This is an optimization exercise on Yosys and OpenROAD, whose aim is small area, a short achievable clock period and few clock cycles per item, not a production implementation.
In this exercise RTL edits were held to simulation tests only and were not proved equivalent to the original.
Power and IR drop assume default switching activity.

// fp_addsub_top
module fp_addsub_top (
  input  logic        clk,
  input  logic        rst_n,
  input  logic        in_req,
  output logic        in_ack,
  input  logic [64:0] in_op,      
  output logic        out_req,
  input  logic        out_ack,
  output logic [34:0] out_res     
);
  logic req_d, acc, v2, v3, rq, ak_a, ak_b;
  logic xfer, r1v, ld2;
  logic acc_n, v2_n, v3_n, rq_n, r1v_n;
  assign xfer    = v3 & rq & out_ack;              
  assign out_req = v3 & (rq | ~out_ack);
  assign r1v     = req_d & ~acc;                   
  assign ld2     = in_req & r1v & (~v2 | xfer);    
  assign in_ack  = in_req & (ak_a | (ak_b & out_ack));
  assign acc_n = in_req & in_ack;
  assign v2_n  = ld2 | (v2 & ~xfer);
  assign v3_n  = v2 & ~xfer;
  assign rq_n  = out_req & ~out_ack;
  assign r1v_n = in_req & ~acc_n;
  always_ff @(posedge clk) begin
    if (!rst_n) begin
      req_d <= 1'b0;
      acc   <= 1'b0;
      v2    <= 1'b0;
      v3    <= 1'b0;
      rq    <= 1'b0;
      ak_a  <= 1'b0;
  ...
==> flow/config.mk <==
export PLATFORM = sky130hd
export DESIGN_NAME = fp_addsub_top
export DESIGN_NICKNAME = fp_addsub_top
export VERILOG_FILES = /design/flow/design.v
export SDC_FILE = /design/flow/constraint.sdc
export NUM_CORES = 4
export LEC_CHECK = 0
export ABC_AREA = 1
export CAP_MARGIN = 20
export CORE_MARGIN = 2
export CORE_UTILIZATION = 40
export CTS_BUF_LIST = sky130_fd_sc_hd__clkbuf_8
export GPL_ROUTABILITY_DRIVEN = 0
export SETUP_SLACK_MARGIN = 3.6
export SLEW_MARGIN = 20
export TNS_END_PERCENT = 5
export BUFFER_PORTS_ARGS = -buffer_cell sky130_fd_sc_hd__buf_1
==> flow/constraint.sdc <==
create_clock -name core_clock -period 6.5 [get_ports {clk}]
set_input_delay 1.3000 -clock core_clock [delete_from_list [all_inputs] [get_ports {clk}]]
set_output_delay 1.3000 -clock core_clock [all_outputs]
set_load 0.01 [all_outputs]
standard.sh (not shown) runs the stock make flow with config.mk's settings and CLKGATE_MAP_FILE= SYNTH_SCRIPT=/design/flow/synth_recipe.tcl, a recipe that flattens the netlist after the stock synthesis.
==> flow/flow/run.sh <==
#!/bin/bash
set -e
echo 'export BUFFER_PORTS_ARGS = -buffer_cell sky130_fd_sc_hd__buf_1' >> config.mk
bash standard.sh > standard.log 2>&1
The first run completed with no timing, DRC or antenna violations.
Testbench counts at the start, summed over its fixed seeds: cycles 9,608, items 3,200.
Then changed:
Settings changed: CORE_UTILIZATION 40 to 50, GPL_ROUTABILITY_DRIVEN 0 to default.
Synthesized area is unchanged.
Non-clock buffer count decreases by 30.
Total power decreases by 2.6%.
Design area decreases by about 3.2%.
Routed wire length increases by about 3.7%.
Worst setup slack gets better by 0.067 ns.
Then changed:
Settings changed: CORE_UTILIZATION 50 to 40, TNS_END_PERCENT 5 to 0.
Setup slack is better by 0.070 ns; routed wire length decreases by 7.9%; total power shrinks by about 2.8%; core utilization is lower by 16 points; first-iteration DRC count is lower by about 4.3%; final area goes down by about 6%; worst hold slack gains 0.0054 ns; area after synthesis is unchanged; count of clock-buffer cells in the layout decreases by 3; non-clock buffer count fell by 59; die area came out higher by 24%.
Then changed:
Settings changed: TNS_END_PERCENT 0 to 20.
The changed run completed with no timing, DRC or antenna violations.
Hold slack barely changes.
Flip-flop and latch count is unchanged.
Clock skew came out higher by 0.0056 ns.
Power rises by 8.6%.
Synthesized cell count does not change.
Routed wire length goes up by 8.4%.
Sequential share of layout area drops by 2.1 points.
Cell area goes up by 9.7%.
Register-to-register slack is worse by 0.14 ns.
Critical path depth grows by 5.
Non-clock buffer count is higher by 81.

* * *

Setup of JK:
fp_addsub_top, a different RTL version from the one above (not shown whole).
For scale: roughly 1800 cells after synthesis, roughly 140 flip-flops, roughly 110 I/O pins, roughly 12000 um2 of cells after synthesis.
Design fp_addsub_top, start of the top module:
module fp_addsub_top (
  input  logic        clk,
  input  logic        rst_n,
  input  logic        in_req,
  output logic        in_ack,
  input  logic [64:0] in_op,      
  output logic        out_req,
  input  logic        out_ack,
  output logic [34:0] out_res     
);
  logic req_d, acc, v2, v3, rq;
  logic xfer, r1v, ld2;
  assign xfer    = v3 & rq & out_ack;              
  assign out_req = v3 & (rq | ~out_ack);
  assign r1v     = req_d & ~acc;                   
  assign ld2     = in_req & r1v & (~v2 | xfer);    
  assign in_ack  = in_req & (acc | ld2);
  always_ff @(posedge clk) begin
    if (!rst_n) begin
      req_d <= 1'b0;
      acc   <= 1'b0;
      v2    <= 1'b0;
      v3    <= 1'b0;
      rq    <= 1'b0;
    end else begin
      req_d <= in_req;
      acc   <= in_req & in_ack;
      v2    <= ld2 | (v2 & ~xfer);
      v3    <= v2 & ~xfer;
      rq    <= out_req & ~out_ack;
    end
  end
  logic        a_s, b_s, op_sub;
  logic [7:0]  a_e, b_e;
  logic [22:0] a_f, b_f;
  ...
clock: 6.5 ns
lec_check: 0
abc_area: 1
cap_margin: 20
core_margin: 2
core_utilization: 40
setup_slack_margin: 3.0
slew_margin: 20
tns_end_percent: 5
buffer_ports_args: -buffer_cell sky130_fd_sc_hd__buf_1
Scripts as last shown in full above: flow/flow/run.sh
JK ran to completion and came out clean on the timing, DRC and antenna checks.
Testbench counts of JK, summed over its fixed seeds: cycles 9,608, items 3,200.
Input changes introduced in MS (baseline for comparison: JK):
- an added CTS_BUF_LIST of sky130_fd_sc_hd__clkbuf_8
- a change of SETUP_SLACK_MARGIN from 3.0 to 2.8
Findings:
- Count of clock-buffer cells in the layout: MS vs JK up 1
- In MS the power per standard cell area turned out 19 nW/um2 lower than in JK.
- Status: worst hold slack parity (MS, JK)
- MS finished all stages; the layout is clean.
- Sort JK and MS by clock transition at the registers of the reported paths asc -> top: JK
- From MS to JK, number of flops mapped to enable cells by yosys did not move at all.
Modified inputs, AL compared to MS
- removing CTS_BUF_LIST (formerly sky130_fd_sc_hd__clkbuf_8)
AL ended with more non-clock buffer count in the final layout than MS. Looking at clock skew, AL sits 0.0085 ns lower than MS does. A end point of the critical path of sum2[17] is what AL shows, while sum2[9] belongs to MS. Detailed-routing iteration count for the pre-antenna-repair pass for AL: 1 up relative to MS. AL ends up with higher clock network area share than MS does. Number of inverters outside the clock class in the layout for AL: 2 up relative to MS. In the final design statistics, AL uses more standard cells in total than MS.
Relative to AL, the following input files were edited for TR:
- a change of SETUP_SLACK_MARGIN from 2.8 to 3.3
## What came out
TR did not stop at any stage, and its layout met the timing, DRC and antenna checks. TR vs AL — footprint of the multi-input gates rose 240 um2. Compared with AL, in TR cell depth of the worst setup path picked up an extra 3; routing usage on met2 picked up an extra 0.81 points. Summary — worst setup slack, TR relative to AL: higher, by 0.068 ns. Changes observed in TR relative to AL: share of cells above drive strength 1 went up 2.5 points; minimum clock period went down 0.068 ns; number of clock sinks held. Power density of the placed cells grows slightly when moving from AL to TR. met1 capacity usage during global routing for TR is lower than for AL. The run showing the smaller final area is AL.

-- separate check: timing with driven ports --
How much do the figures lean on ideal ports? The routed layouts below were timed once more, with nothing changed but the port constraints. Step 1: set_driving_cell puts a clkbuf_16 on clk and a buf_2 on each other input, an assumption about the parent block. Step 2 adds t to the input delays and takes it off the output delays; t is the mean of the earliest and latest rising clock arrival at the registers after step 1. Input paths then give back, and output paths get back, about the clock's delay inside the block. Three values: no drivers, after step 1, after step 2; two values: the first two.
run | shift t [ns] | setup slack, ns | worst data-port slew with drivers (ns) | pins driven straight from the clock port
the first run of note 1 | 0.532 | 3.028 / 3.028 / 2.725 | 0.04 | 1
the second run of note 1 | 0.504 | 3.094 / 3.094 / 2.663 | 0.04 | 1
the third run of note 1 | 0.528 | 3.165 / 3.165 / 2.734 | 0.04 | 1
the fourth run of note 1 | 0.513 | 3.025 / 3.025 / 3.025 | 0.05 | 1
JK | 0.483 | 2.882 / 2.882 / 2.714 | 0.04 | 1
MS | 0.508 | 2.752 / 2.752 / 2.465 | 0.03 | 1
AL | 0.476 | 2.834 / 2.834 / 2.517 | 0.03 | 1
TR | 0.486 | 2.901 / 2.901 / 2.631 | 0.04 | 1
After both steps setup and hold are still met in every run listed.
